Context: an optimization exercise on an open-source flow, tuned for small area, a short achievable clock period and few clock cycles per item. The choices shown serve that exercise and are no tape-out recipe. At most, simulation tests tie the RTL to the original design; equivalence was not proved. Power and IR drop assume default switching activity.

## serial_frame_to_omni_motor_drive
module serial_frame_to_omni_motor_drive
(
  input  logic                   clk,
  input  logic                   rst_n,
  input  logic                   in_valid,
  output logic                   in_ready,
  input  logic [7:0]             in_data,
  output logic                   out_valid,
  input  logic                   out_ready,
  output logic [1:0]             out_motor_index,
  output logic                   out_forward_pin,
  output logic                   out_reverse_pin,
  output logic [15:0]            out_duty,
  output logic                   out_status_led,
  output logic                   out_last,
  input  logic                   cfg_we,
  input  logic [1:0]             cfg_index,
  input  logic [15:0]            cfg_data
);
For scale: roughly 1800 cells after synthesis, roughly 55 I/O pins, about 18000 sq um of cells after synthesis.
clock: 7.0 ns
lec_check: 0
cap_margin: 20
core_margin: 2
core_utilization: 40
setup_slack_margin: 4.1
slew_margin: 20
standard.sh (not shown) runs the stock make flow with config.mk's settings and CLKGATE_MAP_FILE= SYNTH_SCRIPT=/design/flow/synth_recipe.tcl, a recipe that flattens the netlist after the stock synthesis.
==> flow/flow/run.sh <==
#!/bin/bash
set -euo pipefail
bash standard.sh synth > synth.log 2>&1
bash standard.sh \
  "BUFFER_PORTS_ARGS=-buffer_cell sky130_fd_sc_hd__buf_2" \
  "CTS_ARGS=-sink_clustering_enable -repair_clock_nets -dont_use_dummy_load -buf_list {sky130_fd_sc_hd__clkbuf_4 sky130_fd_sc_hd__clkbuf_8} -sink_clustering_size 14 -sink_clustering_max_diameter 50" \
  finish > layout.log 2>&1
Testbench counts at the start, summed over its fixed seeds: cycles 3,184, frames 384.
Edit:
--- a/flow/design.v
+++ b/flow/design.v
@@ -120,25 +120,24 @@
   logic [2:0]  gain_r;
   logic [7:0]  brake_r;
   logic [7:0]  slot_r [sfomd_pkg::FRAME_KEPT];
   logic [5:0]  pos_r;
   logic [6:0]  pos_inc;
   logic [6:0]  wsel_r;      
   logic [6:0]  sa_r, sb_r;  
   logic        in_ready_r;
   logic        jp_r;
   logic        cap_v;
   logic [1:0]  mw_r;
   logic signed [10:0] op_r, oth_r;
-  logic        op_c, oth_c;
   logic signed [13:0] turn_r;
   logic        m_v, m_ph;
   logic signed [13:0] m_r;
   logic [2:0]  ctl_r [4];
   logic        acc_v;
   logic [28:0] acc_s, acc_c;
   logic        a_fwd, a_rev;
   logic        x_v, x_ph;
   logic [28:0] x_r;
   logic        x_fwd, x_rev;
   logic        out_valid_r;
   logic [1:0]  o_idx;
@@ -188,27 +187,25 @@
   assign t4    = gain_r[2] ^ gain_r[1];              
   assign tp1   = !gain_r[1] & gain_r[0];             
   assign tm1   = gain_r[1] & gain_r[0];              
   assign tm2   = gain_r[1] & !gain_r[0];             
   assign trow1 = (t8 ? (14'(s4) <<< 3) : 14'sd0) | (t4 ? (14'(s4) <<< 2) : 14'sd0);
   assign trow0 = (tp1 ? 14'(s4) : 14'sd0) | (tm1 ? 14'(s4n) : 14'sd0)
                | (tm2 ? (14'(s4n) <<< 1) : 14'sd0);
   assign turn  = trow1 + trow0;
   logic signed [10:0] s2, s3;
   logic signed [13:0] v;
   assign s2 = {3'({1'b0, slot_r[2][7:6]} - 3'd1), slot_r[2][5:0], 2'b01};
   assign s3 = {3'({1'b0, slot_r[3][7:6]} - 3'd1), slot_r[3][5:0], 2'b01};
-  logic [14:0] vsum;
-  assign vsum = {turn_r, 1'b1} + {14'(op_r), op_c};
-  assign v    = vsum[14:1];
+  assign v  = turn_r + 14'(op_r);
   logic [14:0] vx_mix, vx_m;
   logic [2:0]  ctl_mix [4];
   logic [2:0]  ctl_lo [3];
   logic [2:0]  ctl_hi [4];
   logic [2:0]  ctl_nxt [4];
   assign vx_mix = {v, 1'b0};
   assign vx_m   = {m_r, 1'b0};
   for (genvar k = 0; k < 4; k++) begin : g_enc_hi
     sfomd_benc u_enc (.dg(vx_mix[2*(k+3) +: 3]), .s(v[13]), .ctl(ctl_mix[k]));
   end
   for (genvar k = 0; k < 3; k++) begin : g_enc_lo
     sfomd_benc u_enc (.dg(vx_m[2*k +: 3]), .s(m_r[13]), .ctl(ctl_lo[k]));
@@ -330,33 +327,29 @@
   always_ff @(posedge clk) begin
     for (int j = 0; j < sfomd_pkg::FRAME_KEPT; j++) begin
       if (!rst_n || (accept && wsel_r[j])) slot_r[j] <= rst_n ? in_data : 8'd0;
     end
   end
   always_ff @(posedge clk) begin
     if (accept) begin
       sa_r <= ka;
       sb_r <= kb;
     end
     if (judge) begin
       op_r   <= s2;
-      op_c   <= 1'b0;
       oth_r  <= s3;
-      oth_c  <= 1'b0;
       turn_r <= turn;
     end else if (do_mix) begin
       op_r   <= oth_r;
-      op_c   <= oth_c;
-      oth_r  <= ~op_r;
-      oth_c  <= !op_c;
+      oth_r  <= -op_r;
     end
     if (do_mix) begin
       m_r <= v;
     end
     for (int k = 0; k < 4; k++) ctl_r[k] <= ctl_nxt[k];
     if (do_a) brk_r <= brk;
     if (do_a || do_b) begin
       acc_s <= prod_s;
       acc_c <= prod_c;
     end
     if (do_b) begin
       a_fwd <= brk_r || !m_r[13];
Result:
- wire length went down by about 0.4%
- die area went down by about 0.9%
- combinational power hardly moves
- setup slack loses 60 ps
- total power went down by about 0.65%
- non-clock buffer count went up by 1
- area after synthesis went down by about 0.9%
- final cell count went down by about 0.8%
- clock power hardly moves
- sequential power hardly moves
- fmax went down by about 2%
- utilization went up by 0.12 points
Testbench counts after the change, summed over its fixed seeds: cycles 3,184, frames 384.

========
Another version of the RTL of serial_frame_to_omni_motor_drive (not shown whole).
Size: ~1800 cells after synthesis, ~55 I/O pins, about 18000 sq um of cells after synthesis.
clock: 7.0 ns
lec_check: 0
cap_margin: 20
core_margin: 2
core_utilization: 40
cts_buf_list: sky130_fd_sc_hd__clkbuf_4 sky130_fd_sc_hd__clkbuf_8
setup_slack_margin: 4.0
slew_margin: 20
==> flow/flow/run.sh <==
#!/bin/bash
set -euo pipefail
bash standard.sh synth > synth.log 2>&1
bash standard.sh "BUFFER_PORTS_ARGS=-buffer_cell sky130_fd_sc_hd__buf_2" finish > layout.log 2>&1
The first run passed the timing, DRC and antenna checks.
Testbench counts at the start, summed over its fixed seeds: cycles 3,184, frames 384.
Change:
--- a/flow/design.v
+++ b/flow/design.v
@@ -225,30 +225,24 @@
     .period (period_r),
     .ctl0   (ctl_r[0]),
     .ctl1   (ctl_r[1]),
     .ctl2   (ctl_r[2]),
     .ctl3   (ctl_r[3]),
     .ph     (m_ph),
     .acc_s  (acc_s),
     .acc_c  (acc_c),
     .sum_s  (prod_s),
     .sum_c  (prod_c)
   );
-  logic       bsg, bhi;
-  logic [7:0] bw;
-  logic [8:0] bl;
-  assign bsg = m_r[13];
-  assign bhi = (m_r[13:8] == {6{bsg}});
-  assign bw  = m_r[7:0] ^ {8{bsg}};
-  assign bl  = {1'b0, brake_r} - {8'd0, bsg};
-  assign brk = bhi && !bl[8] && ({1'b0, bw} < bl);
+  assign brk = m_r[13] ? ($signed(m_r) > -$signed({6'd0, brake_r}))
+                       : ($signed(m_r) <  $signed({6'd0, brake_r}));
   logic [19:0] part;
   logic [15:0] duty;
   sfomd_duty u_duty (
     .x    (x_r),
     .part (part)
   );
   sfomd_duty_fin u_duty_fin (
     .part (x_r[19:0]),
     .duty (duty)
   );
   assign pos_inc   = {1'b0, pos_r} + 7'd1;
Hold slack degrades by 0.0059 ns.
Combinational power goes up by a few percent.
Worst setup slack gets worse by 0.11 ns.
Global-route usage fell by 0.28 points.
Total power goes up by a few percent.
Sequential cell count does not change.
Die area rises slightly.
Via count goes up slightly.
Testbench counts after the change, summed over its fixed seeds: cycles 3,184, frames 384.

========
Setup of run a:
Another version of the RTL of serial_frame_to_omni_motor_drive (not shown whole).
Size in the first run: roughly 1,800 cells after synthesis, ~290 flip-flops, about 55 I/O pins, ~18,000 µm² of cells after synthesis.
// serial_frame_to_omni_motor_drive
module serial_frame_to_omni_motor_drive
(
  input  logic                   clk,
  input  logic                   rst_n,
  input  logic                   in_valid,
  output logic                   in_ready,
  input  logic [7:0]             in_data,
  output logic                   out_valid,
  input  logic                   out_ready,
  output logic [1:0]             out_motor_index,
  output logic                   out_forward_pin,
  output logic                   out_reverse_pin,
  output logic [15:0]            out_duty,
  output logic                   out_status_led,
  output logic                   out_last,
  input  logic                   cfg_we,
  input  logic [1:0]             cfg_index,
  input  logic [15:0]            cfg_data
);
clock: 7.0 ns
lec_check: 0
cap_margin: 20
core_margin: 2
core_utilization: 40
cts_buf_list: sky130_fd_sc_hd__clkbuf_4 sky130_fd_sc_hd__clkbuf_8
setup_slack_margin: 4.0
slew_margin: 20
==> flow/flow/run.sh <==
#!/bin/bash
set -euo pipefail
bash standard.sh synth > synth.log 2>&1
bash standard.sh \
  "BUFFER_PORTS_ARGS=-buffer_cell sky130_fd_sc_hd__buf_2" \
  "CTS_ARGS=-sink_clustering_enable -repair_clock_nets -dont_use_dummy_load -buf_list {sky130_fd_sc_hd__clkbuf_4 sky130_fd_sc_hd__clkbuf_8}" \
  finish > layout.log 2>&1
#### Input delta (run b over run a)
-- flow/design.v --
<<< run a, line 142
  logic        out_valid_r;
  logic [1:0]  o_idx;
  logic        o_fwd, o_rev, o_led;
  logic [15:0] o_duty;
  logic accept, end_acc, out_free, deliver, do_d1, x_free, do_c, do_a, do_b;
>>> run b, line 142
  logic        out_valid_r;
  logic [1:0]  o_idx;
  logic        o_fwd, o_rev, o_led, o_last;
  logic [15:0] o_duty;
  logic accept, end_acc, out_free, deliver, do_d1, x_free, do_c, do_a, do_b;
<<< run a, line 197
  assign s3 = {3'({1'b0, slot_r[3][7:6]} - 3'd1), slot_r[3][5:0], 2'b01};
  assign v  = turn_r + 14'(op_r);
  logic signed [13:0] v_hi;
  logic [14:0] vx_hi, vx_m;
  logic [2:0]  ctl_hi [4];
  logic [2:0]  ctl_lo [3];
  logic [2:0]  ctl_nxt [4];
  assign v_hi  = do_mix ? v : m_r;
  assign vx_hi = {v_hi, 1'b0};
  assign vx_m  = {m_r, 1'b0};
  for (genvar k = 0; k < 4; k++) begin : g_enc_hi
    sfomd_benc u_enc (.dg(vx_hi[2*(k+3) +: 3]), .s(v_hi[13]), .ctl(ctl_hi[k]));
  end
  for (genvar k = 0; k < 3; k++) begin : g_enc_lo
    sfomd_benc u_enc (.dg(vx_m[2*k +: 3]), .s(m_r[13]), .ctl(ctl_lo[k]));
  end
  always_comb begin
    for (int k = 0; k < 4; k++) begin
      if (!do_mix && m_ph_nxt) ctl_nxt[k] = (k < 3) ? ctl_lo[k] : 3'b000;
      else                     ctl_nxt[k] = ctl_hi[k];
    end
  end
>>> run b, line 197
  assign s3 = {3'({1'b0, slot_r[3][7:6]} - 3'd1), slot_r[3][5:0], 2'b01};
  assign v  = turn_r + 14'(op_r);
  logic [14:0] vx_mix, vx_m;
  logic [2:0]  ctl_mix [4];
  logic [2:0]  ctl_lo [3];
  logic [2:0]  ctl_hi [4];
  logic [2:0]  ctl_nxt [4];
  assign vx_mix = {v, 1'b0};
  assign vx_m   = {m_r, 1'b0};
  for (genvar k = 0; k < 4; k++) begin : g_enc_hi
    sfomd_benc u_enc (.dg(vx_mix[2*(k+3) +: 3]), .s(v[13]), .ctl(ctl_mix[k]));
  end
  for (genvar k = 0; k < 3; k++) begin : g_enc_lo
    sfomd_benc u_enc (.dg(vx_m[2*k +: 3]), .s(m_r[13]), .ctl(ctl_lo[k]));
  end
  for (genvar k = 0; k < 4; k++) begin : g_enc_hold
    sfomd_benc u_enc (.dg(vx_m[2*(k+3) +: 3]), .s(m_r[13]), .ctl(ctl_hi[k]));
  end
  always_comb begin
    for (int k = 0; k < 4; k++) begin
      if (do_mix)        ctl_nxt[k] = ctl_mix[k];
      else if (m_ph_nxt) ctl_nxt[k] = (k < 3) ? ctl_lo[k] : 3'b000;
      else               ctl_nxt[k] = ctl_hi[k];
    end
  end
<<< run a, line 363
      o_rev  <= x_rev;
      o_duty <= duty;
    end
  end
>>> run b, line 366
      o_rev  <= x_rev;
      o_duty <= duty;
      o_last <= (o_idx == 2'd2);
    end
  end
<<< run a, line 372
  assign out_duty        = o_duty;
  assign out_status_led  = o_led;
  assign out_last        = (o_idx == 2'd3);
endmodule
>>> run b, line 376
  assign out_duty        = o_duty;
  assign out_status_led  = o_led;
  assign out_last        = o_last;
endmodule
[summary]
Across both runs, share of synthesized cell area in and, or, nand and nor gates was lower for run b than for run a. Per the comparison of run b with run a, cell count down about 0.46%; highest clock rate up 3.8%; layout-stage area growth over the synthesis result down 1.4 points; peak per-stage delay on the critical path up 0.14 ns; initial antenna violation count up 2. Going from run a to run b, area of combinational cells with multiple inputs grew slightly. Per the comparison of run b with run a, total core area went up, final standard cell area without fillers barely changed, data arrival at the endpoint of the critical path went down 0.07 ns, share of synthesized area spent on multiplexers climbed 0.26 points, worst hold slack moved down. Run b vs run a: core utilization down in run b.
Testbench counts of run b, summed over its fixed seeds: cycles 3,184, frames 384.
Only the layout flow was run in run a; the RTL was not checked for function there.

========
red:
Another version of the RTL of serial_frame_to_omni_motor_drive (not shown whole).
Size: ~290 flip-flops, about 55 I/O pins.
clock: 7.0 ns
lec_check: 0
cap_margin: 20
core_margin: 2
core_utilization: 40
cts_buf_list: sky130_fd_sc_hd__clkbuf_4 sky130_fd_sc_hd__clkbuf_8
setup_slack_margin: 3.0
slew_margin: 20
run.sh (not shown) runs the stock make flow with config.mk's settings and CLKGATE_MAP_FILE= SYNTH_SCRIPT=/design/flow/synth_recipe.tcl, a recipe that flattens the netlist after the stock synthesis.
Stock flow here: none of the scripts above is used.
Setup changes, red to blue
--- a/flow/design.v
+++ b/flow/design.v
@@ -144,17 +144,17 @@
   logic        o_fwd, o_rev, o_led, o_last;
   logic [15:0] o_duty;
   logic accept, end_acc, out_free, deliver, do_d1, x_free, do_c, do_a, do_b;
   logic do_mix, mix_last, judge;
   logic jp_nxt, cap_v_nxt, cap_g_nxt, m_v_nxt, m_ph_nxt, jposs_nxt;
   logic [1:0] mw_nxt;
   assign accept   = in_valid && in_ready_r;
   assign end_acc  = accept && (in_data == sfomd_pkg::END_BYTE);
-  assign out_free = !out_valid_r || out_ready;
+  assign out_free = !out_valid_r;
   assign deliver  = x_v && x_ph && out_free;
   assign do_d1    = x_v && !x_ph;
   assign x_free   = !x_v || deliver;
   assign do_c     = acc_v && x_free;
   assign do_a     = m_v && !m_ph && (!acc_v || do_c);
   assign do_b     = m_v && m_ph;
   assign do_mix   = cap_v && (!m_v || do_b);
   assign mix_last = do_mix && (mw_r == 2'd3);
@@ -194,26 +194,38 @@
   logic signed [10:0] s2, s3;
   logic signed [13:0] v;
   assign s2 = {3'({1'b0, slot_r[2][7:6]} - 3'd1), slot_r[2][5:0], 2'b01};
   assign s3 = {3'({1'b0, slot_r[3][7:6]} - 3'd1), slot_r[3][5:0], 2'b01};
   assign v  = turn_r + 14'(op_r);
   logic [14:0] vx_mix, vx_m;
   logic [2:0]  ctl_mix [4];
   logic [2:0]  ctl_lo [3];
+  logic [2:0]  ctl_hi [4];
+  logic [2:0]  ctl_nxt [4];
   assign vx_mix = {v, 1'b0};
   assign vx_m   = {m_r, 1'b0};
   for (genvar k = 0; k < 4; k++) begin : g_enc_hi
     sfomd_benc u_enc (.dg(vx_mix[2*(k+3) +: 3]), .s(v[13]), .ctl(ctl_mix[k]));
   end
   for (genvar k = 0; k < 3; k++) begin : g_enc_lo
     sfomd_benc u_enc (.dg(vx_m[2*k +: 3]), .s(m_r[13]), .ctl(ctl_lo[k]));
   end
+  for (genvar k = 0; k < 4; k++) begin : g_enc_hold
+    sfomd_benc u_enc (.dg(vx_m[2*(k+3) +: 3]), .s(m_r[13]), .ctl(ctl_hi[k]));
+  end
+  always_comb begin
+    for (int k = 0; k < 4; k++) begin
+      if (do_mix)        ctl_nxt[k] = ctl_mix[k];
+      else if (m_ph_nxt) ctl_nxt[k] = (k < 3) ? ctl_lo[k] : 3'b000;
+      else               ctl_nxt[k] = ctl_hi[k];
+    end
+  end
   logic [28:0] prod_s, prod_c;
-  logic        brk;
+  logic        brk, brk_r;
   sfomd_mul u_mul (
     .period (period_r),
     .ctl0   (ctl_r[0]),
     .ctl1   (ctl_r[1]),
     .ctl2   (ctl_r[2]),
     .ctl3   (ctl_r[3]),
     .ph     (m_ph),
     .acc_s  (acc_s),
@@ -320,28 +332,26 @@
       oth_r  <= s3;
       turn_r <= turn;
     end else if (do_mix) begin
       op_r   <= oth_r;
       oth_r  <= -op_r;
     end
     if (do_mix) begin
       m_r <= v;
-      for (int k = 0; k < 4; k++) ctl_r[k] <= ctl_mix[k];
-    end else if (do_a) begin
-      for (int k = 0; k < 3; k++) ctl_r[k] <= ctl_lo[k];
-      ctl_r[3] <= 3'b000;
     end
+    for (int k = 0; k < 4; k++) ctl_r[k] <= ctl_nxt[k];
+    if (do_a) brk_r <= brk;
     if (do_a || do_b) begin
       acc_s <= prod_s;
       acc_c <= prod_c;
     end
     if (do_b) begin
-      a_fwd <= brk || !m_r[13];
-      a_rev <= brk || m_r[13];
+      a_fwd <= brk_r || !m_r[13];
+      a_rev <= brk_r || m_r[13];
     end
     if (do_c) begin
       x_r   <= acc_s + acc_c;
       x_fwd <= a_fwd;
       x_rev <= a_rev;
     end else if (do_d1) begin
       x_r[19:0] <= part;
     end
### Flow results
Comparing blue against red, there is no change at all in number of setup buffers added after CTS.
On blue: synthesized cell count is 2.9% higher than what red gave.
Synthesized-area fraction occupied by xor and xnor cells essentially unchanged between red and blue.
Delay of the slowest cell on the worst path was higher in red than in blue.
Relative to red, multi-input combinational cell area increased by 300 um2 in blue.
Against red, summed instance area of the synthesized netlist in blue came out worse.
red → blue: routed wire length saw an increase, final design instance area without fill saw an increase.
Testbench counts of blue, summed over its fixed seeds: cycles 3,184, frames 384.
For red, only the layout was checked, not whether the RTL still works.

-- what the ideal ports hide --
The results above use ideal ports. As a check the final layouts listed here were re-extracted and re-timed, cells and wires unchanged.
Step 1 sets driving cells, clkbuf_16 on the clock port and buf_2 on the other inputs (assumed; they add their load-dependent delay and slew).
Step 2, shift: input delay + t, output delay - t, t = (earliest + latest rising clock arrival at the registers) / 2. This alone moves slack from input paths to output paths.
a / b / c = no drivers / after step 1 / after step 2; a / b = the first two.
| run | t, ns | slack for setup (ns) | worst setup path after step 2 |
|---|---|---|---|
| the first run of note 1 | 0.613 | 4.231 / 4.231 / 3.899 | input to register |
| the second run of note 1 | 0.621 | 4.171 / 4.171 / 3.809 | input to register |
| the first run of note 2 | 0.669 | 4.142 / 4.142 / 3.749 | input to register |
| the second run of note 2 | 0.667 | 4.037 / 4.037 / 3.763 | input to register |
| run a | 0.643 | 4.012 / 4.012 / 3.529 | input to register |
| run b | 0.639 | 4.121 / 4.121 / 3.787 | input to register |
| red | 0.668 | 3.353 / 3.353 / 3.038 | input to register |
| blue | 0.661 | 3.357 / 3.357 / 3.283 | input to register |
After both steps every run listed still meets setup and hold. For run a, which loses most, drivers alone change the setup slack by 0.000 ns; drivers and shift together by -0.483 ns.
